From an optimization exercise on the open Yosys and OpenROAD flow, aimed at small area and a short achievable clock period; shortcuts taken in it are not production practice.
Function was checked by simulation only, so behaviour that the tests miss may differ from the original.
Power and IR drop assume default switching activity.

==> design.v <==
`timescale 1ns/1ps
module data_mem_responder #(
    parameter int ADDR_W      = 9,
    parameter int DATA_W      = 8,
    parameter int DEPTH       = 256,
    parameter int WAIT_CYCLES = 2
) (
    input  logic              clk,
    input  logic              rst_n,
    input  logic              req_valid,
    output logic              req_ready,
    input  logic              req_write,
    input  logic [ADDR_W-1:0] req_addr,
    input  logic [DATA_W-1:0] req_wdata,
    output logic              rsp_valid,
    input  logic              rsp_ready,
    output logic [DATA_W-1:0] rsp_rdata,
    output logic              rsp_err,
    output logic              busy,
    output logic [7:0]        err_count
);
    localparam int IDX_W = (DEPTH > 1) ? $clog2(DEPTH) : 1;
    typedef enum logic [1:0] {S_IDLE, S_WAIT, S_RESP} state_t;
    function automatic logic [7:0] sat_inc8(input logic [7:0] v);
        sat_inc8 = (v == 8'hFF) ? v : v + 8'd1;
    endfunction
    logic [DATA_W-1:0] mem [DEPTH];
    state_t            state_q, state_d;
    logic [3:0]        cnt_q, cnt_d;
    logic              wr_q, wr_d;
    logic [ADDR_W-1:0] addr_q, addr_d;
    logic [DATA_W-1:0] wdata_q, wdata_d;
    logic [DATA_W-1:0] rdata_q, rdata_d;
    logic              err_q, err_d;
    logic [7:0]        errcnt_q, errcnt_d;
    logic              req_ready_q, req_ready_d;
    logic              rsp_valid_q, rsp_valid_d;
    logic              busy_q, busy_d;
    logic              do_access;
    logic              acc_write;
    logic [ADDR_W-1:0] acc_addr;
    logic [DATA_W-1:0] acc_wdata;
    logic [IDX_W-1:0]  acc_idx;
    logic              in_range;
    logic              mem_we;
    always_comb begin
        state_d   = state_q;
        cnt_d     = cnt_q;
        wr_d      = wr_q;
        addr_d    = addr_q;
        wdata_d   = wdata_q;
        rdata_d   = rdata_q;
        err_d     = err_q;
        errcnt_d  = errcnt_q;
        do_access = 1'b0;
        acc_write = wr_q;
        acc_addr  = addr_q;
        acc_wdata = wdata_q;
        mem_we    = 1'b0;
        case (state_q)
            S_IDLE: begin
                if (req_valid && req_ready_q) begin
                    wr_d    = req_write;
                    addr_d  = req_addr;
                    wdata_d = req_wdata;
                    if (WAIT_CYCLES == 0) begin
                        do_access = 1'b1;
                        acc_write = req_write;
                        acc_addr  = req_addr;
                        acc_wdata = req_wdata;
                        state_d   = S_RESP;
                    end else begin
                        cnt_d   = 4'(WAIT_CYCLES);
                        state_d = S_WAIT;
                    end
                end
            end
            S_WAIT: begin
                if (cnt_q == 4'd1) begin
                    do_access = 1'b1;
                    cnt_d     = 4'd0;
                    state_d   = S_RESP;
                end else begin
                    cnt_d = cnt_q - 4'd1;
                end
            end
            S_RESP: begin
                if (rsp_ready) begin
                    state_d = S_IDLE;
                    err_d   = 1'b0;
                end
            end
            default: state_d = S_IDLE;
        endcase
        acc_idx  = acc_addr[IDX_W-1:0];
        in_range = (32'(acc_addr) < DEPTH);
        if (do_access) begin
            if (in_range) begin
                err_d = 1'b0;
                if (acc_write) begin
                    mem_we  = 1'b1;
                    rdata_d = acc_wdata;
                end else begin
                    rdata_d = mem[acc_idx];
                end
            end else begin
                rdata_d  = '0;
                err_d    = 1'b1;
                errcnt_d = sat_inc8(errcnt_q);
            end
        end
        req_ready_d = (state_d == S_IDLE);
        rsp_valid_d = (state_d == S_RESP);
        busy_d      = (state_d != S_IDLE);
    end
    always_ff @(posedge clk) begin
        if (!rst_n) begin
            state_q     <= S_IDLE;
            cnt_q       <= 4'd0;
            rdata_q     <= '0;
            err_q       <= 1'b0;
            errcnt_q    <= 8'd0;
            req_ready_q <= 1'b1;
            rsp_valid_q <= 1'b0;
            busy_q      <= 1'b0;
        end else begin
            state_q     <= state_d;
            cnt_q       <= cnt_d;
            rdata_q     <= rdata_d;
            err_q       <= err_d;
            errcnt_q    <= errcnt_d;
            req_ready_q <= req_ready_d;
            rsp_valid_q <= rsp_valid_d;
            busy_q      <= busy_d;
        end
    end
    always_ff @(posedge clk) begin
        wr_q    <= wr_d;
        addr_q  <= addr_d;
        wdata_q <= wdata_d;
        if (mem_we && rst_n) begin
            mem[acc_idx] <= acc_wdata;
        end
    end
    assign req_ready = req_ready_q;
    assign rsp_valid = rsp_valid_q;
    assign rsp_rdata = rdata_q;
    assign rsp_err   = err_q;
    assign busy      = busy_q;
    assign err_count = errcnt_q;
endmodule
==> run.sh <==
#!/bin/bash
# synth_recipe.tcl (not shown) runs the flow's synth.tcl, then flattens the netlist and writes it again
# the make line also repeats each setting of config.mk as NAME=value (left out here)
make -C /OpenROAD-flow-scripts/flow DESIGN_CONFIG=/design/flow/config.mk WORK_HOME=/design/flow/orfs CLKGATE_MAP_FILE= SYNTH_SCRIPT=/design/flow/synth_recipe.tcl finish
==> config.mk <==
export PLATFORM = sky130hd
export DESIGN_NAME = data_mem_responder
export DESIGN_NICKNAME = data_mem_responder
export VERILOG_FILES = /design/flow/design.v
export SDC_FILE = /design/flow/constraint.sdc
export NUM_CORES = 4
export LEC_CHECK = 0
export CAP_MARGIN = 20
export CORE_MARGIN = 2
export CORE_UTILIZATION = 40
export PLACE_DENSITY = 0.6
export SETUP_SLACK_MARGIN = 0.1
export SLEW_MARGIN = 20
==> constraint.sdc <==
create_clock -name core_clock -period 4.4 [get_ports {clk}]
set_input_delay 0.8800 -clock core_clock [delete_from_list [all_inputs] [get_ports {clk}]]
set_output_delay 0.8800 -clock core_clock [all_outputs]
set_load 0.01 [all_outputs]
==> results of run 1 <==
## flip-flops by register name, summed over array words and instances, names as in the netlist, named ones only
register     cells
mem           2048
wr_q             1
busy_q           1
req_ready_q      1
rsp_valid_q      1
cnt_q            4
state_q          2
rdata_q          8
addr_q           9
errcnt_q         8
err_q            1
wdata_q          8
## power groups by stage
stage	logic, mW	registers [mW]	clock network, mW
floorplan	3.07	23.0	0
global placement	5.30	22.9	0
detailed placement	5.34	22.9	0
CTS	5.34	22.5	17.8
global route	5.58	22.4	18.6
finish	5.38	22.4	17.6
## worst max-delay path by stage
| stage | endpoint | slack [ns] | cells past startpoint |
|---|---|---|---|
| after floorplan | mem[0][0] | 0.34 | 0 |
| after global placement | mem[116][6] | -0.28 | 5 |
| after detailed placement | mem[116][7] | -0.29 | 5 |
| after CTS | mem[145][0] | 0.04 | 8 |
| after global routing | mem[124][2] | 0.02 | 6 |
| final | mem[116][1] | 0.28 | 7 |
## cells in the final DEF (no fill, tap or decap), types with 50 or more instances in the layout
cell       Yosys  final
nor2_1       317    306
nand2_1      177    171
mux2i_1      196    196
o21ai_0       51     51
buf_4         43    308
mux4_1        72     72
edfxtp_1    2066   2066
mux4_2       371    371
clkbuf_1      53     50
clkbuf_16      0    213
## routing by layer
layer / global-route usage, % / vias up / share of wire, %
li1: - / 17600 / -
met1: 29.9 / 22700 / 41
met2: 33.5 / 1943 / 47
met3: 4.58 / 377 / 8.3
met4: 6.87 / 8 / 3.1
met5: 0 / - / 0.022
## metrics by stage
stage | cell area (sq um) | total power, mW | worst slack, ns
6_report | 94600 | 45.5 | 0.279
5_1_grt | 94600 | 46.6 | 0.0178
3_5_place_dp | 87800 | 28.2 | -0.292
3_3_place_gp | 87800 | 28.2 | -0.279
4_1_cts | 94500 | 45.6 | 0.0416
2_1_floorplan | 82700 | 26.1 | 0.336
## worst min-delay path, stage by stage, from the launching register on
cell,delay (ns)
dfxtp_1,0.32
nand3_1,0.06
a21boi_0,0.07
## synthesized netlist by cell type (6+ instances only)
library cell | number | share of area (%)
edfxtp_1 | 2066 | 75
mux4_2 | 371 | 10
nor2_1 | 317 | 1.4
mux2i_1 | 196 | 2.4
nand2_1 | 177 | 0.80
mux4_1 | 72 | 2.3
buf_2 | 55 | 0.33
nand3_1 | 54 | 0.33
clkbuf_1 | 53 | 0.24
o21ai_0 | 51 | 0.31
a21oi_1 | 47 | 0.28
buf_4 | 43 | 0.39
o22ai_1 | 42 | 0.32
buf_6 | 41 | 0.56
o221ai_1 | 39 | 0.41
dfxtp_1 | 34 | 0.82
nor3_1 | 32 | 0.19
nor2b_1 | 28 | 0.21
a22oi_1 | 24 | 0.22
mux2_2 | 24 | 0.33
a31oi_1 | 21 | 0.16
and2_1 | 17 | 0.13
buf_8 | 17 | 0.31
a221oi_1 | 16 | 0.17
nand4_1 | 14 | 0.11
a211oi_1 | 13 | 0.12
nand2b_1 | 13 | 0.098
nor4_1 | 13 | 0.098
a22o_1 | 11 | 0.12
and3_1 | 11 | 0.083
inv_1 | 11 | 0.050
a221o_1 | 9 | 0.11
buf_1 | 8 | 0.036
buf_12 | 7 | 0.17
a211o_1 | 6 | 0.064
a32oi_1 | 6 | 0.064
xnor2_1 | 6 | 0.064
## kinds of logic after synthesis
logic type,Yosys count
AOI/OAI and AO/OA,338
xor gates and xnor gates,7
adders and majority gates,3
buffers and inverters,244
DFF,2100
muxes,663
and+or+nand+nor,709
## cell type report
class / instances / share of cell area [%]
clock inverter: 119 / 1.27
clock buffer: 263 / 5.83
inverter: 12 / 0.0503
tap: 2688 / 3.56
timing repair buffer: 386 / 3.66
multi-input combinational: 1720 / 19.3
antenna: 7 / 0.0185
sequential: 2100 / 66.3
## timing repair
item	4_1_cts	5_1_grt
gates cloned	0	0
setup buffers	0	1
gates resized for setup	1	12
setup endpoints to repair	176	371
==> metrics.csv, run 1 <==
stage,metric,value,unit
synthesis,synth-adder-area-share,0.0454,%
global_route,grt_pass1_vias,42700,
hold_path,worstHoldPathCells,2,
synthesis,muxShareOfSynthArea,15.1,%
timing,period_minus_slack,4.12,ns
routing,wire_per_inst,31.1,microns
timing,max_freq,0.243,GHz
critical_path,reg2reg_slack,0.28,ns
final_layout,area_growth,14.4,%
critical_path,cp_num_buf_inv,0,
final_layout,num-nets-final,4453,
synthesis,synth_cell_types,81,
timing,setup_viol,0,
synthesis,synth-edff-count,2066,
power_and_ir_drop,intPower,34.3,mW
power_and_ir_drop,peakVddDrop,0.401,mV
timing,rsz0062_at_grt,true,
critical_path,critPathMaxStageDelay,0.82,ns
global_route,antenna_found_initial,9,
timing,finalHoldViolations,0,
synthesis,synth_top_family_by_area,multiplexers,
floorplan,chipWidth,459,microns
critical_path,rr_worst_depth,7,
cts,clk-insertion-delay-late,0.85,ns
synthesis,synth_seq_cells,2100,
critical_path,start_kind,flop,
global_route,track_usage,21.4,%
status,status,"complete, no violations",
floorplan,die_h,459,microns
final_layout,post-route-util,46.1,%
final_layout,nFillCells,17000,
cts,cts.sinks,2100,
cts,postCtsHoldBufs,0,
cts,cts_buffers,208,
synthesis,syn-cell-area,0.0827,sq mm
critical_path,critPathSlowestCell,nor2_1,
final_layout,multi_input_area,0.0182,sq mm
routing,drt_pass1_iterations,6,
critical_path,r2r_end,mem[116][1],
cts,cts_max_level,4,
power_and_ir_drop,p_leak,30.2,nW
final_layout,finalNonFillerCells,7295,
timing,max_slew_margin,6.56,%
power_and_ir_drop,p_clk_share,38.8,%
synthesis,ys_warn_count,1,
placement,hpwl,142000,microns
critical_path,r2r-start,cnt_q[0],
hold_path,hp-class,reg -> reg,
timing,worst_pin_slew,1.40,ns
synthesis,yosys.area_share.simple,3.79,%
critical_path,worstSetupPathType,reg -> reg,
hold_path,worstHoldStart,err_q,
critical_path,cpLargestDelayFamily,simple AND/OR/NAND/NOR gates,
timing,fin_worst_skew,0.0545,ns
floorplan,pin_count,42,
final_layout,drive_gt1_share,23.6,%
cts,cts_buffer_depth,3,
routing,drc,0,
floorplan,coreArea,0.205,sq mm
cts,clk_pin_slew,0.06,ns
critical_path,cp-startpoint,cnt_q[0],
floorplan,fp-row-count,166,
power_and_ir_drop,power_switching,11.2,mW
routing,drt_iter0_markers,5288,
routing,drt.antenna.violating_nets,0,
final_layout,final-seq-area,0.0627,sq mm
critical_path,endpoint_kind,flop,
timing,holdWs,0.490,ns
floorplan,dieArea,0.210,sq mm
critical_path,worstPathArrival,4.58,ns
timing,slew_viol_final,0,
timing,totalNegativeSetupSlack,0,ns
critical_path,worstPathMaxFanout,16,
routing,vias,42600,
synthesis,synth_flop_cell,edfxtp_1,
placement,gp_congestion,0.865,
power_and_ir_drop,pwr-share-seq,49.4,%
placement,dp_cells,6905,
routing,wirelength,227000,microns
synthesis,syn_nets,4089,
timing,period_share,93.7,%
hold_path,holdPathEnd,err_q,
global_route,grt_pass1_wl,322000,microns
synthesis,seq_area_frac_synth,75.9,%
power_and_ir_drop,p_comb_share,11.8,%
placement,portBuffers,41,
cts,tritoncts,done,
synthesis,synthArstFlopShare,0,%
floorplan,start_util,40.3,%
power_and_ir_drop,p_per_area,481,mW/mm^2
global_route,grt_max_degree,186,
cts,clockRootBuffer,clkbuf_16,
global_route,grt_overflow,0,
critical_path,cp_data_required_time,4.86,ns
synthesis,synth_compound_area_share,2.94,%
critical_path,worstPathCellList,"ha_1, nor3b_1, and2_0, nand4b_1, nor3_2, nand3_1, nor2_1",
synthesis,yosys.area_share.xor_xnor,0.0742,%
flow_run,drv_cap,0,
power_and_ir_drop,swShare,24.6,%
routing,viasPerCell,5.84,
synthesis,syn_inst,4064,
synthesis,syn_avg_cell_area,20.3,sq um
==> run 2, diff against run 1 <==
==> design.v (replaced) <==
`timescale 1ns/1ps
module data_mem_responder #(
    parameter int ADDR_W      = 9,
    parameter int DATA_W      = 8,
    parameter int DEPTH       = 256,
    parameter int WAIT_CYCLES = 2
) (
    input  logic              clk,
    input  logic              rst_n,
    input  logic              req_valid,
    output logic              req_ready,
    input  logic              req_write,
    input  logic [ADDR_W-1:0] req_addr,
    input  logic [DATA_W-1:0] req_wdata,
    output logic              rsp_valid,
    input  logic              rsp_ready,
    output logic [DATA_W-1:0] rsp_rdata,
    output logic              rsp_err,
    output logic              busy,
    output logic [7:0]        err_count
);
    logic [256*DATA_W-1:0] mem_q;
    logic              req_ready_q, busy_q, rsp_valid_q;
    logic              s1_q, s2_q;           
    logic              err_q;
    logic [7:0]        errcnt_q;
    logic [DATA_W-1:0] rdata_q;
    logic [15:0]       lo_q;                 
    logic [15:0]       hi_q;                 
    logic              oor_q;                
    logic              wr_q;
    logic [DATA_W-1:0] wd_q;
    logic [15:0]       wen_hi_q;
    logic [4*DATA_W-1:0] part_q;
    wire accept  = req_valid & req_ready_q;
    wire handover = rsp_valid_q & rsp_ready;
    always_ff @(posedge clk) begin
        if (!rst_n) begin
            req_ready_q <= 1'b1;
            busy_q      <= 1'b0;
            rsp_valid_q <= 1'b0;
            s1_q        <= 1'b0;
            s2_q        <= 1'b0;
        end else begin
            req_ready_q <= (req_ready_q & ~req_valid) | handover;
            busy_q      <= ~((req_ready_q & ~req_valid) | handover);
            rsp_valid_q <= s2_q | (rsp_valid_q & ~rsp_ready);
            s1_q        <= accept;
            s2_q        <= s1_q;
        end
    end
    wire [15:0] lo_dec = 16'd1 << req_addr[3:0];
    wire [15:0] hi_dec = 16'd1 << req_addr[7:4];
    always_ff @(posedge clk) begin
        if (req_ready_q) begin
            lo_q  <= lo_dec;
            hi_q  <= hi_dec;
            oor_q <= req_addr[8];
            wr_q  <= req_write;
            wd_q  <= req_wdata;
        end
    end
    logic [4*DATA_W-1:0] part_d;
    genvar gk, gb, gi;
    generate
        for (gk = 0; gk < 4; gk++) begin : g_part
            for (gb = 0; gb < DATA_W; gb++) begin : g_bit
                logic [3:0] grp;
                for (gi = 0; gi < 4; gi++) begin : g_row
                    logic [15:0] col;
                    always_comb
                        for (int j = 0; j < 16; j++)
                            col[j] = mem_q[(16*(4*gk+gi)+j)*DATA_W+gb];
                    assign grp[gi] = hi_q[4*gk+gi] & |(lo_q & col);
                end
                assign part_d[gk*DATA_W+gb] = |grp;
            end
        end
    endgenerate
    always_ff @(posedge clk) part_q <= part_d;
    wire [DATA_W-1:0] rd_word = part_q[0 +: DATA_W] | part_q[DATA_W +: DATA_W] |
                                part_q[2*DATA_W +: DATA_W] | part_q[3*DATA_W +: DATA_W];
    always_ff @(posedge clk) begin
        if (!rst_n) begin
            rdata_q  <= '0;
            err_q    <= 1'b0;
            errcnt_q <= 8'd0;
        end else if (s2_q) begin
            rdata_q <= oor_q ? '0 : (wr_q ? wd_q : rd_word);
            err_q   <= oor_q;
            if (oor_q && errcnt_q != 8'hFF) errcnt_q <= errcnt_q + 8'd1;
        end else if (handover) begin
            err_q   <= 1'b0;
        end
    end
    always_ff @(posedge clk) begin
        for (int i = 0; i < 16; i++)
            wen_hi_q[i] <= rst_n & s2_q & wr_q & ~oor_q & hi_q[i];
    end
    always_ff @(posedge clk) begin
        for (int w = 0; w < 256; w++)
            if (wen_hi_q[w/16] & lo_q[w%16]) mem_q[w*DATA_W +: DATA_W] <= wd_q;
    end
    assign req_ready = req_ready_q;
    assign busy      = busy_q;
    assign rsp_valid = rsp_valid_q;
    assign rsp_rdata = rdata_q;
    assign rsp_err   = err_q;
    assign err_count = errcnt_q;
endmodule
==> run 2 against run 1 <==
- still clean on timing, DRC and antenna
- final area decreased by 6.2%
- combinational power decreased by 56%
- core utilization decreased by 0.64 points
- sequential power increased by 2%
- flip-flop and latch count increased by 60
- global-route usage decreased by 0.87 points
- largest cell class unchanged
==> metrics.csv, run 2 <==
stage,metric,value,unit,change
synthesis,syn_nets,4222,,+3.3%
hold_path,worstHoldPathCells,1,,-1
hold_path,hp-class,reg -> reg,,
final_layout,area_growth,12.9,%,
synthesis,synth_top_cell_area_share,79.9,%,+4.8 points
routing,drt.antenna.violating_nets,0,,unchanged
global_route,grt_pass1_vias,40800,,-4.4%
power_and_ir_drop,p_per_area,479,mW/mm^2,-0.28%
cts,cts_max_level,4,,unchanged
global_route,antenna_found_initial,5,,-4
critical_path,reg2reg_slack,1.41,ns,+1.14 ns
final_layout,largest_register,mem_q,,
floorplan,coreArea,0.195,sq mm,-4.9%
timing,setup_viol,0,,unchanged
routing,wire_per_inst,29.2,microns,-6.1%
power_and_ir_drop,peakVddDrop,0.338,mV,-16%
timing,slew_viol_final,0,,unchanged
floorplan,chipWidth,447,microns,-2.5%
global_route,grt_overflow,0,,unchanged
global_route,grt_pass1_wl,299000,microns,-7.2%
floorplan,dieArea,0.200,sq mm,-4.9%
final_layout,drive_gt1_share,9.24,%,-14 points
synthesis,syn-cell-area,0.0786,sq mm,-5.0%
critical_path,worstSetupPathType,reg -> reg,,
final_layout,layout_common_cells,"edfxtp_1 (2090), a22o_1 (352), a221oi_1 (352), a22oi_1 (352), and2_1 (285)",,
final_layout,num-nets-final,4299,,-3.5%
synthesis,syn_avg_cell_area,18.7,sq um,-8.0%
critical_path,start_kind,flop,,
synthesis,ys_warn_count,1,,unchanged
placement,hpwl,118000,microns,-17%
global_route,grt_max_degree,177,,-4.8%
floorplan,fp-row-count,162,,-2.4%
critical_path,worstPathArrival,3.65,ns,-0.93 ns
routing,drt_iter0_markers,4657,,-12%
cts,cts_buffers,208,,unchanged
placement,gp_congestion,0.838,,-3.2%
critical_path,rr_worst_depth,6,,-1
placement,dp_slack,1.44,ns,+1.73 ns
critical_path,cp_data_required_time,5.06,ns,+0.20 ns
synthesis,synthArstFlopShare,0,%,unchanged
final_layout,final_common_cell,edfxtp_1,,
critical_path,worstPathMaxFanout,75,,+59
timing,max_slew_margin,25.9,%,+19 points
cts,cts.sinks,2160,,+2.9%
cts,cts_buffer_depth,3,,unchanged
routing,drc,0,,unchanged
floorplan,start_util,40.3,%,about the same
floorplan,pin_count,42,,unchanged
synthesis,synth_area_leaders,"edfxtp_1 (80%), a221oi_1 (3.9%), a22o_1 (3.9%)",,
timing,period_minus_slack,2.99,ns,-1.14 ns
cts,clk-insertion-delay-late,0.84,ns,about the same
timing,period_share,67.9,%,-26 points
synthesis,synth_seq_cells,2160,,+2.9%
synthesis,yosysTopAreaCell,edfxtp_1,,
routing,wirelength,207000,microns,-8.8%
timing,layout_setup_ws,1.41,ns,+1.14 ns
routing,viasPerCell,5.96,,+2.1%
hold_path,holdPathEnd,s2_q,,
routing,drt_pass1_iterations,6,,unchanged
synthesis,synth-edff-count,2090,,+1.2%
synthesis,syn_inst,4199,,+3.3%
status,status,"complete, no violations",,
cts,clk_pin_slew,0.06,ns,about the same
timing,worst_pin_slew,1.10,ns,-0.300 ns
critical_path,r2r-start,lo_q[13],,
final_layout,top_regs,"mem_q (2048), part_q (32)",,
global_route,track_usage,20.5,%,-0.87 points
cts,tritoncts,done,,
final_layout,largest_reg_flops,2048,,unchanged
routing,vias,42200,,-0.84%
synthesis,synth.most_common_cell,edfxtp_1,,
synthesis,seq_area_frac_synth,81.7,%,+5.8 points
synthesis,synth_cell_types,37,,-54%
critical_path,r2r_end,part_q[21],,
timing,finalHoldViolations,0,,unchanged
synthesis,synth_flop_cell,edfxtp_1,,
floorplan,die_h,447,microns,-2.5%
cts,postCtsHoldBufs,0,,unchanged
hold_path,worstHoldStart,s1_q,,
cts,clockRootBuffer,clkbuf_16,,
cts,cts_resized,0,,-1
cts,post_cts_buffers,0,,unchanged
timing,rsz0062_at_grt,false,,
timing,totalNegativeSetupSlack,0,ns,unchanged
timing,fin_worst_skew,0.0288,ns,-0.0257 ns
flow_run,drv_cap,0,,unchanged
placement,portBuffers,41,,unchanged
synthesis,synthTopCellsByCount,"edfxtp_1 (2090), a221oi_1 (352), a22o_1 (352), a22oi_1 (352), and2_1 (285)",,
power_and_ir_drop,p_leak,27.6,nW,-8.4%
timing,max_freq,0.335,GHz,+38%
critical_path,endpoint_kind,flop,,
-- run 2: power breakdown --
group	internal, mW	leakage (nW)	total (mW)	switching, mW
sequential	22.8	19.4	22.9	0.184
clock	9.77	3.23	17.3	7.48
combinational	0.666	4.97	2.35	1.68
total	33.2	27.6	42.5	9.35
-- run 2: worst max path at each step --
stage	startpoint	endpoint	cells after the start
6_report	lo_q[13]	part_q[21]	6
5_1_grt	req_ready_q	req_ready	1
4_1_cts	req_ready_q	req_ready	1
3_5_place_dp	lo_q[10]	part_q[13]	7
3_3_place_gp	lo_q[1]	part_q[13]	6
2_1_floorplan	wd_q[6]	mem_q[1006]	0
-- run 2: per-layer routing --
metal	GRT usage (%)	share of wire, %	up-vias
met5	0	0.016	-
met4	5.34	2.3	4
met3	2.98	7.7	283
met2	32.8	48	1909
met1	29.5	42	22200
li1	-	-	17800
-- run 2: logic make-up after synthesis --
logic type | after synthesis | share of synthesized area (%)
AND/OR/NAND/NOR | 592 | 4.37
multiplexers | 1 | 0.0127
XOR/XNOR | 4 | 0.0446
adder cells (fa/ha/maj) | 1 | 0.0159
buffers and inverters | 296 | 2.05
flip-flops | 2160 | 81.7
AO/OA/AOI/OAI | 1145 | 11.8
-- run 2: metrics by stage --
step / hold slack (ns) / instance area, sq um / instances / total power [mW] / utilization, %
floorplan: 0.412 / 78600 / 4199 / 24.6 / -
global placement: 0.419 / 82000 / 6684 / 25.7 / 42.1
detailed placement: 0.419 / 82100 / 6688 / 25.7 / 42.1
CTS: 0.432 / 88700 / 7080 / 42.7 / 45.5
global route: 0.455 / 88700 / 7083 / 43.7 / 45.5
finish: 0.430 / 88700 / 7085 / 42.5 / 45.5
-- run 2: layout make-up --
class                      instances  area (sq um)
antenna                            3          7.51
clock buffer                     287          5710
clock inverter                   105           883
fill                           16500        106000
inverter                           9          33.8
multi-input combinational       1743         12800
sequential                      2160         64200
tap                             2624          3280
timing repair buffer             154          1830
-- run 2: worst max-delay path, stage by stage, from the launching register on --
cell and delay [ns]:
edfxtp_1 0.68, buf_12 0.30, a22o_1 0.33, a221oi_1 0.22, nand3_1 0.16, o21ai_0 0.76, nand3_1 0.16
==> run 3, diff against run 2 <==
--- a/design.v
+++ b/design.v
@@ -26,10 +26,10 @@
     logic [7:0]        errcnt_q;
     logic [DATA_W-1:0] rdata_q;
-    logic [15:0]       lo_q;                 
-    logic [15:0]       hi_q;                 
+    logic [15:0]       lon_q;                
+    logic [15:0]       hin_q;                
     logic              oor_q;                
     logic              wr_q;
     logic [DATA_W-1:0] wd_q;
-    logic [15:0]       wen_hi_q;
+    logic [15:0]       wen_hin_q;
     logic [4*DATA_W-1:0] part_q;
     wire accept  = req_valid & req_ready_q;
@@ -50,10 +50,10 @@
         end
     end
-    wire [15:0] lo_dec = 16'd1 << req_addr[3:0];
-    wire [15:0] hi_dec = 16'd1 << req_addr[7:4];
+    wire [15:0] lon_dec = ~(16'd1 << req_addr[3:0]);
+    wire [15:0] hin_dec = ~(16'd1 << req_addr[7:4]);
     always_ff @(posedge clk) begin
         if (req_ready_q) begin
-            lo_q  <= lo_dec;
-            hi_q  <= hi_dec;
+            lon_q <= lon_dec;
+            hin_q <= hin_dec;
             oor_q <= req_addr[8];
             wr_q  <= req_write;
@@ -72,13 +72,13 @@
                         for (int j = 0; j < 16; j++)
                             col[j] = mem_q[(16*(4*gk+gi)+j)*DATA_W+gb];
-                    assign grp[gi] = hi_q[4*gk+gi] & |(lo_q & col);
+                    assign grp[gi] = hin_q[4*gk+gi] | &(lon_q | col);
                 end
-                assign part_d[gk*DATA_W+gb] = |grp;
+                assign part_d[gk*DATA_W+gb] = &grp;
             end
         end
     endgenerate
     always_ff @(posedge clk) part_q <= part_d;
-    wire [DATA_W-1:0] rd_word = part_q[0 +: DATA_W] | part_q[DATA_W +: DATA_W] |
-                                part_q[2*DATA_W +: DATA_W] | part_q[3*DATA_W +: DATA_W];
+    wire [DATA_W-1:0] rd_word = part_q[0 +: DATA_W] & part_q[DATA_W +: DATA_W] &
+                                part_q[2*DATA_W +: DATA_W] & part_q[3*DATA_W +: DATA_W];
     always_ff @(posedge clk) begin
         if (!rst_n) begin
@@ -96,9 +96,9 @@
     always_ff @(posedge clk) begin
         for (int i = 0; i < 16; i++)
-            wen_hi_q[i] <= rst_n & s2_q & wr_q & ~oor_q & hi_q[i];
+            wen_hin_q[i] <= ~(rst_n & s2_q & wr_q & ~oor_q) | hin_q[i];
     end
     always_ff @(posedge clk) begin
         for (int w = 0; w < 256; w++)
-            if (wen_hi_q[w/16] & lo_q[w%16]) mem_q[w*DATA_W +: DATA_W] <= wd_q;
+            if (~(wen_hin_q[w/16] | lon_q[w%16])) mem_q[w*DATA_W +: DATA_W] <= wd_q;
     end
     assign req_ready = req_ready_q;
--- a/config.mk
+++ b/config.mk
@@ -10,4 +10,4 @@
 export CORE_UTILIZATION = 40
 export PLACE_DENSITY = 0.6
-export SETUP_SLACK_MARGIN = 0.1
+export SETUP_SLACK_MARGIN = 2.0
 export SLEW_MARGIN = 20
==> run 3 against run 2 <==
- sequential power about the same
- final area down 1.5%
- final cell count up 1.6%
- core utilization about the same
- first-iteration DRC count up 11%
- clock power about the same
- critical path depth unchanged
- via count up 2.0%
- flip-flop and latch count unchanged
- register-to-register slack better by 0.54 ns
- global-route usage about the same
- count of clock-buffer cells in the layout down 10
- critical endpoint is now part_q[29]
==> metrics.csv, run 3 <==
stage,metric,value,unit,change
power_and_ir_drop,p_comb_share,3.2,%,-2.3 points
timing,max_slew_margin,3.95,%,-22 points
cts,clk_pin_slew,0.06,ns,about the same
hold_path,hp-class,reg -> reg,,
floorplan,coreArea,0.192,sq mm,-1.4%
timing,totalNegativeSetupSlack,0,ns,unchanged
synthesis,synthArstFlopShare,0,%,unchanged
synthesis,yosys.area_share.simple,4.54,%,+0.17 points
placement,hpwl,117000,microns,-0.50%
synthesis,synth_cell_types,36,,-2.7%
cts,clk-insertion-delay-late,0.85,ns,about the same
floorplan,start_util,40.2,%,-0.082 points
final_layout,top_regs,"mem_q (2048), part_q (32)",,
synthesis,syn_avg_cell_area,17.4,sq um,-6.8%
power_and_ir_drop,peakVddDrop,0.388,mV,+15%
floorplan,chipWidth,444,microns,-0.82%
final_layout,largest_register,mem_q,,
cts,cts_buffer_depth,3,,unchanged
power_and_ir_drop,p_leak,26.4,nW,-4.6%
critical_path,worstPathCellList,"buf_6, buf_6, o22ai_1, nor4_1, a31oi_1, nor4_1",,
final_layout,finalNonFillerCells,7195,,+1.6%
timing,max_freq,0.409,GHz,+22%
power_and_ir_drop,p_total,41.7,mW,-2.0%
power_and_ir_drop,p_per_area,477,mW/mm^2,-0.54%
timing,holdWs,0.443,ns,+0.0134 ns
critical_path,cp_data_required_time,5.11,ns,+0.05 ns
synthesis,synth_area_leaders,"edfxtp_1 (81%), o22ai_1 (6.7%), nor2_1 (2.6%)",,
critical_path,critPathSlowestCell,nor4_1,,
global_route,grt_overflow,0,,unchanged
routing,viasPerCell,5.99,,+0.47%
placement,portBuffers,41,,unchanged
flow_run,drv_cap,0,,unchanged
final_layout,area_growth,13.1,%,
synthesis,synthTopCellsByCount,"edfxtp_1 (2090), o22ai_1 (832), nor2_1 (541)",,
routing,wire_per_inst,28.7,microns,-1.6%
synthesis,synth.most_common_cell,edfxtp_1,,
power_and_ir_drop,power_switching,8.74,mW,-6.5%
cts,cts_buffers,209,,+0.48%
synthesis,yosysTopAreaCell,edfxtp_1,,
floorplan,die_h,444,microns,-0.82%
critical_path,endpoint_kind,flop,,
routing,drc,0,,unchanged
critical_path,start_kind,flop,,
global_route,antenna_found_initial,9,,+4
placement,dp_cells,6769,,+1.2%
critical_path,cp_num_buf_inv,2,,+1
timing,period_minus_slack,2.44,ns,-0.542 ns
synthesis,synth_flop_cell,edfxtp_1,,
final_layout,final_common_cell,edfxtp_1,,
critical_path,worstPathArrival,3.15,ns,-0.50 ns
cts,tritoncts,done,,
synthesis,seq_area_frac_synth,83.0,%,+1.4 points
synthesis,synth_compound_area_share,10.1,%,-1.7 points
routing,drt.antenna.violating_nets,0,,unchanged
timing,worst_pin_slew,1.44,ns,+0.339 ns
timing,rsz0062_at_grt,true,,
synthesis,ys_warn_count,1,,unchanged
synthesis,synth-edff-count,2090,,unchanged
synthesis,synth_top_cell_area_share,81.2,%,+1.3 points
synthesis,muxShareOfSynthArea,0.0259,%,+0.013 points
global_route,grt_pass1_vias,40900,,+0.24%
final_layout,layout_common_cells,"edfxtp_1 (2090), o22ai_1 (832), nor2_1 (539)",,
synthesis,syn_nets,4453,,+5.5%
cts,cts_max_level,4,,unchanged
floorplan,fp-row-count,161,,-0.62%
synthesis,yosys.area_share.xor_xnor,0.0680,%,+0.023 points
routing,drt_pass1_iterations,7,,+1
cts,cts.sinks,2160,,unchanged
global_route,grt_max_degree,195,,+10%
synthesis,synth_top_family_by_area,compound AO/OA/AOI/OAI gates,,
critical_path,cpLargestDelayFamily,simple AND/OR/NAND/NOR gates,,
power_and_ir_drop,intPower,32.9,mW,-0.74%
timing,slew_viol_final,0,,unchanged
power_and_ir_drop,swShare,21.0,%,-1.0 points
timing,finalHoldViolations,0,,unchanged
power_and_ir_drop,pwr-share-seq,54.7,%,+0.8 points
final_layout,largest_reg_flops,2048,,unchanged
critical_path,worstPathMaxFanout,24,,-68%
timing,fin_worst_skew,0.0444,ns,+0.0156 ns
global_route,grt_pass1_wl,296000,microns,-0.90%
synthesis,synth_seq_cells,2160,,unchanged
global_route,track_usage,20.5,%,about the same
synthesis,syn_inst,4430,,+5.5%
synthesis,syn-cell-area,0.0773,sq mm,-1.6%
critical_path,critPathMaxStageDelay,0.48,ns,-0.28 ns
status,status,"complete, no violations",,
routing,wirelength,207000,microns,about the same
placement,gp_congestion,0.852,,+1.8%
routing,drt_iter0_markers,5153,,+11%
timing,period_share,55.5,%,-12 points
floorplan,pin_count,42,,unchanged
final_layout,drive_gt1_share,10.6,%,+1.3 points
timing,setup_viol,0,,unchanged
floorplan,dieArea,0.197,sq mm,-1.6%
synthesis,synth-adder-area-share,0.0162,%,+0.00027 points
critical_path,worstSetupPathType,reg -> reg,,
final_layout,num-nets-final,4511,,+4.9%
routing,vias,43100,,+2.0%
power_and_ir_drop,p_clk_share,42.1,%,+1.5 points
cts,clockRootBuffer,clkbuf_16,,
==> run 3: metal layers <==
metal	wire length, microns	vias to the layer above	global-route usage (%)	share of wire [%]
li1	-	18200	-	-
met1	84500	22300	29.2	41
met2	97300	2216	32.1	47
met3	19300	328	3.94	9.3
met4	5620	8	5.95	2.7
met5	59	-	0	0.029
==> run 3: power by group through the flow <==
stage               registers (mW)  clock network, mW  logic (mW)
floorplan                     23.5                  0       0.466
global placement              23.2                  0        1.26
detailed placement            23.2                  0        1.28
CTS                           22.8               17.8        1.32
global route                  22.8               18.5        1.41
finish                        22.8               17.6        1.33
==> run 3: layout make-up <==
class,count,area (sq um)
Sequential cell,2160,64200
Multi-Input combinational cell,1959,11500
Antenna cell,2,5.00
Clock inverter,113,976
Inverter,3,11.3
Fill cell,16300,105000
Timing Repair Buffer,155,1860
Clock buffer,277,5740
Tap cell,2526,3160
==> run 3: worst paths after layout <==
kind / from / to / slack [ns] / cells past startpoint
hold reg to reg: s1_q / s2_q / 0.44 / 1
setup / recovery: lon_q[6] / part_q[29] / 1.96 / 6
hold / removal: s1_q / s2_q / 0.44 / 1
setup reg to reg: lon_q[6] / part_q[29] / 1.96 / 6
==> run 3: per-stage QoR <==
stage / setup slack, ns / utilization, % / area (sq um)
final: 1.96 / 45.5 / 87400
after global routing: 1.93 / 45.5 / 87400
after global placement: 1.17 / 41.7 / 80100
after floorplan: 0.336 / - / 77300
after detailed placement: 1.31 / 41.7 / 80100
after CTS: 1.81 / 45.4 / 87200
==> run 3: cell families after synthesis <==
| kind of cell | count (synthesis) |
|---|---|
| flip-flops | 2160 |
| AO/OA/AOI/OAI | 1163 |
| AND/OR/NAND/NOR | 787 |
| buffers and inverters | 311 |
| XOR/XNOR | 6 |
| multiplexers | 2 |
| adder cells (fa/ha/maj) | 1 |
==> run 3: timing repair <==
item                                    CTS  global route
buffers inserted                         25             3
pin swaps                                 0             2
gates cloned                              4             2
endpoints found under the setup margin   60            42
resized for setup                        55            27
hold buffers                              0             0
endpoints found under the hold margin     0             0
==> run 4, diff against run 3 <==
==> design.v (replaced) <==
`timescale 1ns/1ps
module data_mem_responder #(
    parameter int ADDR_W      = 9,
    parameter int DATA_W      = 8,
    parameter int DEPTH       = 256,
    parameter int WAIT_CYCLES = 2
) (
    input  logic              clk,
    input  logic              rst_n,
    input  logic              req_valid,
    output logic              req_ready,
    input  logic              req_write,
    input  logic [ADDR_W-1:0] req_addr,
    input  logic [DATA_W-1:0] req_wdata,
    output logic              rsp_valid,
    input  logic              rsp_ready,
    output logic [DATA_W-1:0] rsp_rdata,
    output logic              rsp_err,
    output logic              busy,
    output logic [7:0]        err_count
);
    localparam int NP = 8;                   
    localparam int GP = 16 / NP;             
    logic [256*DATA_W-1:0] mem_q;
    logic              req_ready_q, busy_q, rsp_valid_q;
    logic              s1_q, s2_q;           
    logic              err_q;
    logic [7:0]        errcnt_q;
    logic [DATA_W-1:0] rdata_q;
    logic [ADDR_W-1:0] addr_q;
    logic              wr_q;
    logic [DATA_W-1:0] wd_q;
    logic [NP-1:0][15:0] rlon_q;             
    logic [15:0]         rhin_q;             
    logic [15:0]       wlon_q;
    logic [15:0]       whin_q;
    logic [NP*DATA_W-1:0] part_q;
    wire accept   = req_valid & req_ready_q;
    wire handover = rsp_valid_q & rsp_ready;
    always_ff @(posedge clk) begin
        if (!rst_n) begin
            req_ready_q <= 1'b1;
            busy_q      <= 1'b0;
            rsp_valid_q <= 1'b0;
            s1_q        <= 1'b0;
            s2_q        <= 1'b0;
        end else begin
            req_ready_q <= (req_ready_q & ~req_valid) | handover;
            busy_q      <= ~((req_ready_q & ~req_valid) | handover);
            rsp_valid_q <= s2_q | (rsp_valid_q & ~rsp_ready);
            s1_q        <= accept;
            s2_q        <= s1_q;
        end
    end
    always_ff @(posedge clk) begin
        if (req_ready_q) begin
            addr_q <= req_addr;
            wr_q   <= req_write;
            wd_q   <= req_wdata;
        end
    end
    wire [15:0] lon_dec = ~(16'd1 << req_addr[3:0]);
    wire [15:0] hin_dec = ~(16'd1 << req_addr[7:4]);
    always_ff @(posedge clk) begin
        for (int p = 0; p < NP; p++) rlon_q[p] <= lon_dec;
        rhin_q <= hin_dec;
    end
    logic [NP*DATA_W-1:0] part_d;
    genvar gp, gb, gi;
    generate
        for (gp = 0; gp < NP; gp++) begin : g_part
            for (gb = 0; gb < DATA_W; gb++) begin : g_bit
                logic [GP-1:0] grp;
                for (gi = 0; gi < GP; gi++) begin : g_row
                    logic [15:0] col;
                    always_comb
                        for (int j = 0; j < 16; j++)
                            col[j] = mem_q[(16*(GP*gp+gi)+j)*DATA_W+gb];
                    assign grp[gi] = rhin_q[GP*gp+gi] | &(rlon_q[gp] | col);
                end
                assign part_d[gp*DATA_W+gb] = &grp;
            end
        end
    endgenerate
    always_ff @(posedge clk) part_q <= part_d;
    logic [DATA_W-1:0] rd_word;
    always_comb begin
        rd_word = '1;
        for (int p = 0; p < NP; p++) rd_word = rd_word & part_q[p*DATA_W +: DATA_W];
    end
    always_ff @(posedge clk) begin
        if (!rst_n) begin
            rdata_q  <= '0;
            err_q    <= 1'b0;
            errcnt_q <= 8'd0;
        end else if (s2_q) begin
            rdata_q <= addr_q[8] ? '0 : (wr_q ? wd_q : rd_word);
            err_q   <= addr_q[8];
            if (addr_q[8] && errcnt_q != 8'hFF) errcnt_q <= errcnt_q + 8'd1;
        end else if (handover) begin
            err_q   <= 1'b0;
        end
    end
    wire wr_arm = rst_n & s2_q & wr_q & ~addr_q[8];
    always_ff @(posedge clk) begin
        wlon_q <= ~(16'd1 << addr_q[3:0]);
        whin_q <= ~({15'd0, wr_arm} << addr_q[7:4]);
    end
    always_ff @(posedge clk) begin
        for (int w = 0; w < 256; w++)
            if (~(whin_q[w/16] | wlon_q[w%16])) mem_q[w*DATA_W +: DATA_W] <= wd_q;
    end
    assign req_ready = req_ready_q;
    assign busy      = busy_q;
    assign rsp_valid = rsp_valid_q;
    assign rsp_rdata = rdata_q;
    assign rsp_err   = err_q;
    assign err_count = errcnt_q;
endmodule
--- a/config.mk
+++ b/config.mk
@@ -8,6 +8,7 @@
 export CAP_MARGIN = 20
 export CORE_MARGIN = 2
-export CORE_UTILIZATION = 40
-export PLACE_DENSITY = 0.6
-export SETUP_SLACK_MARGIN = 2.0
+export CORE_UTILIZATION = 55
+export CTS_CLUSTER_SIZE = 24
+export PLACE_DENSITY = 0.7
+export SETUP_SLACK_MARGIN = 2.3
 export SLEW_MARGIN = 20
==> run 4 against run 3 <==
- first-iteration DRC count increased by 41%
- synthesized cell count increased by 6.0%
- combinational power increased by 8%
- global-route usage increased by 9.3 points
- area after synthesis increased by 1.3%
- sequential power increased by 3%
- setup slack improved by 0.15 ns
- hold slack improved by 0.016 ns
==> metrics.csv, run 4 <==
stage,metric,value,unit,change
timing,finalHoldViolations,0,,unchanged
floorplan,coreArea,0.141,sq mm,-26%
routing,vias,46000,,+6.7%
critical_path,cp_data_required_time,3.52,ns,-1.59 ns
status,status,"complete, no violations",,
power_and_ir_drop,intPower,33.4,mW,+1.3%
critical_path,reg2reg_slack,2.29,ns,+0.33 ns
flow_run,drv_cap,0,,unchanged
final_layout,num-nets-final,4763,,+5.6%
global_route,antenna_found_initial,5,,-4
critical_path,worstPathArrival,1.42,ns,-1.73 ns
timing,slew_viol_final,0,,unchanged
global_route,grt_overflow,0,,unchanged
power_and_ir_drop,p_per_area,480,mW/mm^2,+0.69%
floorplan,chipWidth,381,microns,-14%
synthesis,synthArstFlopShare,0,%,unchanged
synthesis,seq_area_frac_synth,83.1,%,about the same
power_and_ir_drop,p_comb_share,3.4,%,+0.2 points
cts,cts_buffers,200,,-4.3%
timing,max_freq,0.436,GHz,+6.4%
synthesis,synth-edff-count,2066,,-1.1%
timing,setup_viol,0,,unchanged
final_layout,largest_reg_flops,2048,,unchanged
synthesis,synth.most_common_cell,edfxtp_1,,
final_layout,top_regs,"mem_q (2048), part_q (64)",,
synthesis,syn-cell-area,0.0783,sq mm,+1.3%
timing,totalNegativeSetupSlack,0,ns,unchanged
routing,wirelength,221000,microns,+6.9%
routing,drt.antenna.violating_nets,0,,unchanged
critical_path,endpoint_kind,output pin,,
timing,period_minus_slack,2.30,ns,-0.148 ns
synthesis,syn_nets,4721,,+6.0%
timing,fin_worst_skew,0.0314,ns,-0.0130 ns
cts,cts_max_level,4,,unchanged
routing,drt_iter0_markers,7267,,+41%
routing,drc,0,,unchanged
floorplan,dieArea,0.145,sq mm,-26%
global_route,grt_max_degree,198,,+1.5%
critical_path,r2r-start,rlon_q[126],,
synthesis,ys_warn_count,1,,unchanged
critical_path,start_kind,flop,,
critical_path,worstPathMaxFanout,2,,-92%
critical_path,r2r_end,part_q[17],,
placement,hpwl,120000,microns,+2.6%
cts,tritoncts,done,,
power_and_ir_drop,power_switching,8.86,mW,+1.4%
critical_path,worstSetupPathType,reg -> out,,
final_layout,area_growth,12.4,%,
cts,clockRootBuffer,clkbuf_16,,
cts,clk-insertion-delay-late,0.84,ns,about the same
timing,rsz0062_at_grt,true,,
cts,clk_pin_slew,0.06,ns,about the same
synthesis,synth_top_cell_area_share,79.3,%,-1.9 points
synthesis,synth_seq_cells,2216,,+2.6%
hold_path,worstHoldPathCells,1,,unchanged
critical_path,rr_worst_depth,5,,-1
routing,wire_per_inst,32.5,microns,+13%
cts,postCtsHoldBufs,0,,unchanged
hold_path,worstHoldStart,s1_q,,
cts,cts.sinks,2216,,+2.6%
floorplan,start_util,55.3,%,+15 points
final_layout,largest_register,mem_q,,
floorplan,pin_count,42,,unchanged
global_route,grt_pass1_wl,310000,microns,+4.8%
routing,viasPerCell,6.75,,+13%
power_and_ir_drop,pwr-share-seq,55.4,%,+0.7 points
global_route,track_usage,29.8,%,+9.3 points
cts,cts_buffer_depth,3,,unchanged
synthesis,synth_area_leaders,"edfxtp_1 (79%), o22ai_1 (8.2%), dfxtp_1 (3.8%)",,
synthesis,syn_inst,4698,,+6.0%
hold_path,hp-class,reg -> reg,,
placement,portBuffers,41,,unchanged
power_and_ir_drop,peakVddDrop,0.341,mV,-12%
final_layout,layout_common_cells,"edfxtp_1 (2066), o22ai_1 (1024), nor2_1 (780)",,
power_and_ir_drop,p_leak,26.9,nW,+1.9%
timing,holdWs,0.460,ns,+0.0163 ns
power_and_ir_drop,p_clk_share,41.2,%,-0.9 points
final_layout,drive_gt1_share,9.75,%,-0.81 points
timing,max_slew_margin,14.5,%,+11 points
final_layout,final_common_cell,edfxtp_1,,
synthesis,synth_cell_types,36,,unchanged
routing,drt_pass1_iterations,5,,-2
hold_path,holdPathEnd,s2_q,,
synthesis,synthTopCellsByCount,"edfxtp_1 (2066), o22ai_1 (1024), nor2_1 (782)",,
floorplan,fp-row-count,138,,-14%
power_and_ir_drop,swShare,21.0,%,+0.023 points
timing,worst_pin_slew,1.28,ns,-0.159 ns
global_route,grt_pass1_vias,43500,,+6.4%
final_layout,nFillCells,9631,,-41%
timing,period_share,52.2,%,-3.4 points
synthesis,synth_flop_cell,edfxtp_1,,
synthesis,yosysTopAreaCell,edfxtp_1,,
placement,gp_congestion,0.914,,+7.3%
synthesis,syn_avg_cell_area,16.7,sq um,-4.5%
floorplan,die_h,381,microns,-14%
[run 4: changes by cell type after synthesis, moves of 51 or more]
cell / before / now
o221ai_1: 93 / 0
buf_2: 134 / 83
o22ai_1: 832 / 1024
buf_4: 70 / 0
clkbuf_1: 62 / 161
nor2_1: 541 / 782
and4_1: 0 / 130
a31oi_1: 128 / 1
nor3_1: 95 / 11
dfxtp_1: 70 / 150
[run 4: cell families (layout without fill, tap and decap cells)]
| group | count (synthesis) | after routing | synth area share [%] |
|---|---|---|---|
| DFF | 2216 | 2216 | 83.1 |
| AOI/OAI and AO/OA | 1118 | 1118 | 9.11 |
| buffers and inverters | 312 | 527 | 1.63 |
| other | 0 | 5 | 0 |
| adders and majority gates | 1 | 1 | 0.0160 |
| and+or+nand+nor | 1049 | 1049 | 6.10 |
| xor gates and xnor gates | 2 | 2 | 0.0224 |
[run 4: worst max-delay path, cell delays in order (launching register included)]
cell	delay (ns)
dfxtp_4	0.35
buf_12	0.12
buf_6	0.11
[run 4: metal layers]
metal  wire [microns]  track usage [%]  vias up
li1                 -                -    18800
met1            81100             42.6    23300
met2           102000             45.7     3340
met3            29400             6.53      456
met4             8440             10.6        2
met5               20                0        -
[run 4: how the worst max path moves through the flow]
stage,startpoint,endpoint,slack (ns),cells after the start
floorplan,wd_q[0],mem_q[0],0.34,0
global placement,rst_n,rdata_q[1],1.73,5
detailed placement,rst_n,rdata_q[7],1.62,5
CTS,req_ready_q,req_ready,2.06,2
global route,req_ready_q,req_ready,2.07,2
finish,req_ready_q,req_ready,2.10,2
[run 4: final cells by class]
| cell class | count | area (sq um) | area share, % |
|---|---|---|---|
| sequential | 2216 | 65200 | 74.1 |
| multi-input combinational | 2170 | 11900 | 13.6 |
| clock buffer | 255 | 5490 | 6.24 |
| tap | 1890 | 2360 | 2.69 |
| timing repair buffer | 147 | 1940 | 2.21 |
| clock inverter | 120 | 1040 | 1.18 |
| inverter | 5 | 18.8 | 0.0213 |
| antenna | 5 | 12.5 | 0.0142 |
[run 4: through the flow]
step	area [sq um]	power (mW)	cells	worst slack, ns	utilization, %
after CTS	87800	42.2	6793	2.06	62.1
final	88000	42.2	6808	2.10	62.2
after floorplan	78300	24.5	4698	0.337	-
after detailed placement	80800	25.2	6394	1.62	57.1
after global routing	88000	43.1	6803	2.07	62.2
after global placement	80800	25.1	6393	1.73	57.1
[run 4: repair_timing]
action / in CTS / in global routing
gates cloned: 2 / 0
pin swaps: 0 / 0
endpoints found under the setup margin: 82 / 108
resized for setup: 134 / 7
buffers inserted: 22 / 10
[run 4: power by group through the flow]
stage	combinational (mW)	sequential, mW	clock [mW]
2_1_floorplan	0.551	23.9	0
3_3_place_gp	1.29	23.9	0
3_5_place_dp	1.33	23.9	0
4_1_cts	1.39	23.4	17.4
5_1_grt	1.50	23.4	18.2
6_report	1.44	23.4	17.4
==> run 5, diff against run 4 <==
--- a/design.v
+++ b/design.v
@@ -33,6 +33,7 @@
     logic [NP-1:0][15:0] rlon_q;             
     logic [15:0]         rhin_q;             
-    logic [15:0]       wlon_q;
-    logic [15:0]       whin_q;
+    logic [15:0]       wlon_q, wlo_q;
+    logic [15:0]       whin_q, whi_q;
+    logic [DATA_W-1:0] wd1_q, wd2_q;
     logic [NP*DATA_W-1:0] part_q;
     wire accept   = req_valid & req_ready_q;
@@ -105,9 +106,20 @@
     always_ff @(posedge clk) begin
         wlon_q <= ~(16'd1 << addr_q[3:0]);
+        wlo_q  <= 16'd1 << addr_q[3:0];
         whin_q <= ~({15'd0, wr_arm} << addr_q[7:4]);
+        whi_q  <= {15'd0, wr_arm} << addr_q[7:4];
+        wd1_q  <= wd_q;
+        wd2_q  <= wd1_q;
     end
     always_ff @(posedge clk) begin
-        for (int w = 0; w < 256; w++)
-            if (~(whin_q[w/16] | wlon_q[w%16])) mem_q[w*DATA_W +: DATA_W] <= wd_q;
+        for (int w = 0; w < 256; w++) begin
+            logic wsel, keep;
+            logic [DATA_W-1:0] wdat;
+            wsel = ~(whin_q[w/16] | wlon_q[w%16]);
+            keep = ~(whi_q[w/16] & wlo_q[w%16]);
+            wdat = (w < 86) ? wd_q : (w < 171) ? wd1_q : wd2_q;
+            mem_q[w*DATA_W +: DATA_W] <= ({DATA_W{wsel}} & wdat) |
+                                         ({DATA_W{keep}} & mem_q[w*DATA_W +: DATA_W]);
+        end
     end
     assign req_ready = req_ready_q;
--- a/config.mk
+++ b/config.mk
@@ -11,4 +11,4 @@
 export CTS_CLUSTER_SIZE = 24
 export PLACE_DENSITY = 0.7
-export SETUP_SLACK_MARGIN = 2.3
+export SETUP_SLACK_MARGIN = 2.4
 export SLEW_MARGIN = 20
==> run 5 against run 4 <==
- total power is 1.8% higher
- synthesized cell count is 57% higher
- clock skew is 0.0081 ns higher
- sequential share of layout area is 23 points lower
- still clean on timing, DRC and antenna
- final area is 1.3% higher
- final cell count is 37% higher
- via count is 49% higher
- critical path depth is 1 lower
- wire length is 39% higher
- register-to-register slack worse by 0.11 ns
- setup slack better by 0.066 ns
==> metrics.csv, run 5 <==
stage,metric,value,unit,change
cts,cts.sinks,2264,,+2.2%
final_layout,largest_register,mem_q,,
cts,postCtsHoldBufs,0,,unchanged
power_and_ir_drop,swShare,23.6,%,+2.6 points
final_layout,num-nets-final,7226,,+52%
cts,cts_max_level,4,,unchanged
power_and_ir_drop,power_switching,10.2,mW,+15%
status,status,"complete, no violations",,
final_layout,area_growth,12.9,%,
critical_path,critPathSlowestCell,dfxtp_4,,
flow_run,drv_cap,0,,unchanged
power_and_ir_drop,p_leak,34.5,nW,+29%
global_route,antenna_found_initial,12,,+7
final_layout,drive_gt1_share,8.58,%,-1.2 points
timing,finalHoldViolations,0,,unchanged
cts,clk_pin_slew,0.07,ns,about the same
synthesis,syn-cell-area,0.0789,sq mm,+0.89%
floorplan,fp-row-count,139,,+0.72%
synthesis,syn_avg_cell_area,10.7,sq um,-36%
global_route,grt_max_degree,89,,-55%
synthesis,syn_inst,7377,,+57%
routing,drt.antenna.violating_nets,0,,unchanged
critical_path,r2r_end,mem_q[1058],,
final_layout,final-seq-area,0.0457,sq mm,-30%
floorplan,die_h,383,microns,+0.44%
timing,period_share,50.7,%,-1.5 points
routing,vias,68400,,+49%
timing,totalNegativeSetupSlack,0,ns,unchanged
critical_path,cp_data_required_time,3.52,ns,about the same
final_layout,largest_reg_flops,2048,,unchanged
timing,setup_viol,0,,unchanged
synthesis,yosys.area_share.simple,7.32,%,+1.2 points
synthesis,synth.most_common_cell,dfxtp_1,,
routing,wirelength,307000,microns,+39%
synthesis,synth_area_leaders,"dfxtp_1 (57%), a22o_1 (23%), o22ai_1 (8.1%)",,
floorplan,pin_count,42,,unchanged
critical_path,endpoint_kind,output pin,,
power_and_ir_drop,pwr-share-seq,49.3,%,-6.1 points
power_and_ir_drop,p_comb_share,4.5,%,+1.1 points
critical_path,cp_num_buf_inv,1,,-1
placement,gp_congestion,0.961,,+5.1%
synthesis,synth_cell_types,38,,+5.6%
synthesis,synthArstFlopShare,0,%,unchanged
power_and_ir_drop,p_clk_share,46.2,%,+5.0 points
final_layout,layout_common_cells,"dfxtp_1 (2161), a22o_1 (2048), o22ai_1 (1024)",,
floorplan,coreArea,0.143,sq mm,+1.1%
critical_path,worstPathMaxFanout,2,,unchanged
timing,worst_pin_slew,1.38,ns,+0.101 ns
cts,cts_buffer_depth,3,,unchanged
cts,cts_buffers,218,,+9.0%
synthesis,synth-edff-count,18,,-99%
synthesis,synth_seq_cells,2264,,+2.2%
hold_path,hp-class,reg -> reg,,
routing,drc,0,,unchanged
hold_path,worstHoldPathCells,1,,unchanged
floorplan,start_util,55.2,%,-0.11 points
synthesis,synth_flop_cell,dfxtp_1,,
critical_path,critPathMaxStageDelay,0.37,ns,+0.02 ns
synthesis,seq_area_frac_synth,57.6,%,-25 points
synthesis,yosysTopAreaCell,dfxtp_1,,
synthesis,syn_nets,7400,,+57%
final_layout,multi_input_area,0.0309,sq mm,+160%
synthesis,synth_compound_area_share,31.8,%,+23 points
critical_path,reg2reg_slack,2.18,ns,-0.11 ns
synthesis,synth-adder-area-share,0.0158,%,-0.00014 points
timing,holdWs,0.446,ns,-0.0140 ns
power_and_ir_drop,intPower,32.8,mW,-1.6%
floorplan,chipWidth,383,microns,+0.44%
routing,drt_pass1_iterations,9,,+4
placement,hpwl,176000,microns,+46%
routing,viasPerCell,7.35,,+8.9%
routing,wire_per_inst,33.0,microns,+1.7%
timing,period_minus_slack,2.23,ns,-0.0660 ns
final_layout,top_regs,"mem_q (2048), part_q (64)",,
cts,tritoncts,done,,
global_route,grt_pass1_vias,64100,,+47%
placement,portBuffers,41,,unchanged
global_route,track_usage,40.2,%,+10 points
critical_path,cp-startpoint,rdata_q[5],,
critical_path,worstPathCellList,buf_6,,
synthesis,synth_top_cell_area_share,57.0,%,-22 points
cts,clk-insertion-delay-late,0.86,ns,+0.02 ns
synthesis,synth_top_family_by_area,compound AO/OA/AOI/OAI gates,,
final_layout,post-route-util,62.4,%,+0.15 points
power_and_ir_drop,peakVddDrop,0.368,mV,+8.1%
timing,max_freq,0.448,GHz,+3.0%
critical_path,rr_worst_depth,2,,-3
global_route,grt_overflow,0,,unchanged
final_layout,final_common_cell,dfxtp_1,,
hold_path,worstHoldStart,s1_q,,
timing,max_slew_margin,7.79,%,-6.7 points
power_and_ir_drop,p_per_area,482,mW/mm^2,+0.41%
critical_path,worstSetupPathType,reg -> out,,
critical_path,start_kind,flop,,
critical_path,cpLargestDelayFamily,flip-flops,,
timing,fin_worst_skew,0.0395,ns,+0.00811 ns
floorplan,dieArea,0.147,sq mm,+0.88%
timing,rsz0062_at_grt,true,,
cts,clockRootBuffer,clkbuf_16,,
synthesis,yosys.area_share.xor_xnor,0.0222,%,-0.00020 points
critical_path,worstPathArrival,1.35,ns,-0.07 ns
routing,drt_iter0_markers,10000,,+38%
timing,slew_viol_final,0,,unchanged
synthesis,synthTopCellsByCount,"dfxtp_1 (2246), a22o_1 (2048), o22ai_1 (1024)",,
critical_path,r2r-start,wlon_q[4],,
synthesis,muxShareOfSynthArea,0.0127,%,+0.013 points
global_route,grt_pass1_wl,441000,microns,+42%
hold_path,holdPathEnd,s2_q,,
synthesis,ys_warn_count,1,,unchanged
final_layout,nFillCells,11500,,+19%
==> run 5: cell count changes after synthesis, moves of 6 or more <==
cell | before | now
nand2_1 | 51 | 309
clkbuf_1 | 161 | 364
dfxtp_1 | 150 | 2246
edfxtp_1 | 2066 | 18
buf_2 | 83 | 161
inv_1 | 4 | 28
buf_1 | 63 | 73
nor2_1 | 782 | 788
a22o_1 | 0 | 2048
==> run 5: cell families after synthesis <==
kind of cell	after synthesis
AOI/OAI and AO/OA	3166
xor gates and xnor gates	2
DFF	2264
adders and majority gates	1
and+or+nand+nor	1316
muxes	1
buffers and inverters	627
==> run 5: cell type report <==
class | count | area share, %
inverters | 28 | 0.118
diodes | 17 | 0.0477
clock inverters | 87 | 1.26
flip-flops and latches | 2264 | 51.3
clock buffers | 315 | 7.25
well taps | 1903 | 2.67
multi-input cells | 4486 | 34.6
repair buffers | 205 | 2.69
==> run 5: stage by stage <==
| step | cell area, sq um | std cells | total power [mW] | setup WS, ns |
|---|---|---|---|---|
| floorplan | 78900 | 7377 | 22.3 | 2.77 |
| global placement | 80400 | 8818 | 23.3 | 1.50 |
| detailed placement | 80400 | 8818 | 23.3 | 1.48 |
| CTS | 88800 | 9264 | 42.8 | 2.13 |
| global route | 89100 | 9288 | 43.7 | 2.15 |
| finish | 89100 | 9305 | 43.0 | 2.17 |
==> run 5: repair_timing <==
| action | in CTS | in global routing |
|---|---|---|
| resized for setup | 143 | 13 |
| setup endpoints to repair | 403 | 152 |
| gates cloned | 0 | 1 |
| setup buffers | 44 | 23 |
==> run 5: how the worst max path moves through the flow <==
stage                   endpoint  slack (ns)  cells past startpoint
floorplan              req_ready        2.77                      0
global placement      rdata_q[6]        1.50                      5
detailed placement    rdata_q[1]        1.48                      5
CTS                 rsp_rdata[5]        2.13                      1
global route        rsp_rdata[5]        2.15                      1
finish              rsp_rdata[5]        2.17                      1
==> run 5: per-layer routing <==
| metal | GRT usage [%] | routed length, microns | part of all wire, % | up-vias |
|---|---|---|---|---|
| li1 | - | - | - | 28400 |
| met1 | 54.9 | 119000 | 39 | 33700 |
| met2 | 57.1 | 126000 | 41 | 5208 |
| met3 | 11.4 | 42400 | 14 | 1048 |
| met4 | 22.7 | 19200 | 6.2 | 14 |
| met5 | 0 | 143 | 0.047 | - |
==> run 5: power groups by stage <==
stage          logic [mW]  clock network, mW  registers [mW]
3_5_place_dp         1.69                  0            21.6
6_report             1.93               19.9            21.2
5_1_grt              1.95               20.6            21.2
4_1_cts              1.79               19.8            21.2
2_1_floorplan        1.16                  0            21.1
3_3_place_gp         1.68                  0            21.6
==> run 6, diff against run 5 <==
--- a/config.mk
+++ b/config.mk
@@ -8,7 +8,8 @@
 export CAP_MARGIN = 20
 export CORE_MARGIN = 2
-export CORE_UTILIZATION = 55
-export CTS_CLUSTER_SIZE = 24
-export PLACE_DENSITY = 0.7
+export CORE_UTILIZATION = 60
+export CTS_CLUSTER_DIAMETER = 80
+export CTS_CLUSTER_SIZE = 30
+export PLACE_DENSITY = 0.72
 export SETUP_SLACK_MARGIN = 2.4
 export SLEW_MARGIN = 20
==> run 6 against run 5 <==
- final cell count shrank 4.0%
- critical endpoint unchanged
- area after synthesis did not move
- core utilization increased by 2.3 points
- clock skew is 0.00073 ns higher
- clock power shrank 43%
- largest power group unchanged
- combinational power barely moved
- first-iteration DRC count increased by 6.9%
- still clean
- sequential share of layout area grew 2.7 points
==> metrics.csv, run 6 <==
stage,metric,value,unit,change
status,status,"complete, no violations",,
floorplan,chipWidth,367,microns,-4.2%
power_and_ir_drop,p_leak,32.4,nW,-6.1%
global_route,grt_max_degree,89,,unchanged
cts,cts_buffers,97,,-56%
critical_path,worstPathCellList,buf_6,,
power_and_ir_drop,p_clk_share,33.0,%,-13 points
global_route,grt_pass1_wl,434000,microns,-1.7%
floorplan,pin_count,42,,unchanged
routing,drt.antenna.violating_nets,0,,unchanged
final_layout,area_growth,7.33,%,
routing,drt_iter0_markers,10700,,+6.9%
synthesis,seq_area_frac_synth,57.6,%,unchanged
synthesis,synth_cell_types,38,,unchanged
placement,gp_congestion,0.987,,+2.7%
critical_path,worstSetupPathType,reg -> out,,
synthesis,syn_avg_cell_area,10.7,sq um,unchanged
final_layout,nFillCells,10500,,-8.7%
critical_path,critPathSlowestCell,dfxtp_4,,
final_layout,final_common_cell,dfxtp_1,,
critical_path,cp_data_required_time,3.52,ns,about the same
global_route,grt_pass1_vias,63100,,-1.7%
final_layout,layout_common_cells,"dfxtp_1 (2159), a22o_1 (2048), o22ai_1 (1024)",,
synthesis,syn_inst,7377,,unchanged
floorplan,die_h,367,microns,-4.2%
floorplan,start_util,60.3,%,+5.1 points
routing,wire_per_inst,33.9,microns,+2.8%
cts,cts_max_level,3,,-1
synthesis,synth_area_leaders,"dfxtp_1 (57%), a22o_1 (23%), o22ai_1 (8.1%)",,
power_and_ir_drop,swShare,25.9,%,+2.3 points
floorplan,fp-row-count,133,,-4.3%
critical_path,cp_num_buf_inv,1,,unchanged
final_layout,top_regs,"mem_q (2048), part_q (64)",,
timing,period_share,50.0,%,-0.72 points
floorplan,dieArea,0.134,sq mm,-8.2%
final_layout,largest_reg_flops,2048,,unchanged
timing,rsz0062_at_grt,true,,
power_and_ir_drop,p_per_area,408,mW/mm^2,-15%
routing,vias,67600,,-1.2%
synthesis,synth_seq_cells,2264,,unchanged
timing,worst_pin_slew,1.38,ns,+0.000856 ns
synthesis,yosysTopAreaCell,dfxtp_1,,
final_layout,largest_register,mem_q,,
synthesis,synthArstFlopShare,0,%,unchanged
cts,clk-insertion-delay-late,0.80,ns,-0.06 ns
critical_path,start_kind,flop,,
cts,clk_pin_slew,0.12,ns,+0.05 ns
timing,slew_viol_final,0,,unchanged
power_and_ir_drop,power_switching,8.94,mW,-12%
critical_path,worstPathArrival,1.32,ns,-0.03 ns
final_layout,drive_gt1_share,6.24,%,-2.3 points
synthesis,synthTopCellsByCount,"dfxtp_1 (2246), a22o_1 (2048), o22ai_1 (1024)",,
timing,max_slew_margin,7.73,%,-0.057 points
cts,cts.sinks,2264,,unchanged
floorplan,coreArea,0.131,sq mm,-8.4%
timing,totalNegativeSetupSlack,0,ns,unchanged
flow_run,drv_cap,0,,unchanged
synthesis,synth_top_cell_area_share,57.0,%,unchanged
power_and_ir_drop,intPower,25.6,mW,-22%
cts,cts_buffer_depth,3,,unchanged
synthesis,syn-cell-area,0.0789,sq mm,unchanged
cts,tritoncts,done,,
power_and_ir_drop,pwr-share-seq,61.3,%,+12 points
timing,setup_viol,0,,unchanged
timing,fin_worst_skew,0.0402,ns,+0.000731 ns
routing,viasPerCell,7.56,,+2.9%
final_layout,finalNonFillerCells,8932,,-4.0%
final_layout,num-nets-final,7125,,-1.4%
synthesis,synth_flop_cell,dfxtp_1,,
synthesis,synth.most_common_cell,dfxtp_1,,
global_route,antenna_found_initial,14,,+2
global_route,track_usage,42.9,%,+2.7 points
timing,period_minus_slack,2.20,ns,-0.0316 ns
critical_path,endpoint_kind,output pin,,
power_and_ir_drop,peakVddDrop,0.383,mV,+3.9%
power_and_ir_drop,p_comb_share,5.6,%,+1.1 points
routing,wirelength,303000,microns,-1.3%
timing,finalHoldViolations,0,,unchanged
critical_path,worstPathMaxFanout,2,,unchanged
synthesis,syn_nets,7400,,unchanged
synthesis,synth-edff-count,18,,unchanged
timing,max_freq,0.455,GHz,+1.4%
routing,drt_pass1_iterations,6,,-3
critical_path,critPathMaxStageDelay,0.41,ns,+0.04 ns
routing,drc,0,,unchanged
hold_path,hp-class,reg -> reg,,
synthesis,ys_warn_count,1,,unchanged
placement,hpwl,174000,microns,-1.4%
critical_path,cpLargestDelayFamily,flip-flops,,
placement,dp_cells,8669,,-1.7%
cts,clockRootBuffer,clkbuf_16,,
global_route,grt_overflow,0,,unchanged
cts,postCtsHoldBufs,0,,unchanged
placement,portBuffers,41,,unchanged
==> run 6: changes by cell type in the layout (fill, tap and decap cells not counted), sizes merged <==
cell      previous run  this run
clkinv              47        26
clkbuf             316       116
buf                183       202
clkinvlp             6         3
bufinv              25         0
inv                 37        46
diode               17        13
==> run 6: cell families after synthesis <==
group | after synthesis | synth area share (%)
buf+inv | 627 | 3.25
flops | 2264 | 57.6
fa+ha+maj | 1 | 0.0158
mux | 1 | 0.0127
xor+xnor | 2 | 0.0222
simple gates | 1316 | 7.32
compound gates | 3166 | 31.8
==> run 6: through the flow <==
stage                     setup WS [ns]  util, %  hold WS (ns)  power, mW  cell area [sq um]
after floorplan                    2.77        -         0.346       22.3              78900
after global placement             1.59     61.2         0.415       23.3              80200
after detailed placement           1.59     61.3         0.424       23.3              80200
after CTS                          2.20     64.3         0.443       34.3              84200
after global routing               2.19     64.7         0.465       35.2              84700
final                              2.20     64.7         0.443       34.5              84700
==> run 6: power by group through the flow <==
stage          Clock, mW  Sequential (mW)  Combinational (mW)
2_1_floorplan          0             21.1                1.16
3_5_place_dp           0             21.7                1.65
3_3_place_gp           0             21.7                1.64
6_report            11.4             21.2                1.94
5_1_grt             12.1             21.2                1.95
4_1_cts             11.3             21.1                1.78
==> run 6: final timing paths <==
check,end,slack [ns],start,depth (start not counted)
setup / recovery,rsp_rdata[5],2.20,rdata_q[5],1
hold / removal,s2_q,0.44,s1_q,1
setup reg to reg,mem_q[1030],2.23,wlon_q[0],2
hold reg to reg,s2_q,0.44,s1_q,1
==> run 6: cell type report <==
cell class | count | area (sq um) | area share [%]
Antenna cell | 13 | 32.5 | 0.0384
Clock buffer | 114 | 2550 | 3.01
Clock inverter | 47 | 549 | 0.648
Inverter | 28 | 105 | 0.124
Multi-Input combinational cell | 4486 | 30900 | 36.5
Sequential cell | 2264 | 45800 | 54.0
Tap cell | 1755 | 2200 | 2.59
Timing Repair Buffer | 225 | 2660 | 3.14
==> run 6: timing repair <==
action | CTS | global route
resized for setup | 147 | 13
cloned | 0 | 2
endpoints found under the hold margin | 0 | 0
setup buffers | 46 | 41
pin swaps | 0 | 0
setup endpoints to repair | 425 | 151
==> run 6: metal layers <==
layer / vias to the layer above / track usage [%] / share of wire, %
met3: 1152 / 11.1 / 14
met4: 16 / 27.8 / 7.8
met2: 5171 / 60.8 / 41
li1: 28100 / - / -
met5: - / 0 / 0.036
met1: 33100 / 58.0 / 38

Re-timed with assumed drivers on the ports (clkbuf_16 on the clock, buf_2 on other inputs), run 6 has 2.117 ns of setup slack against 2.202 ns with ideal ports, and 1.745 ns once port delays also move by the mid clock arrival of 0.867 ns.
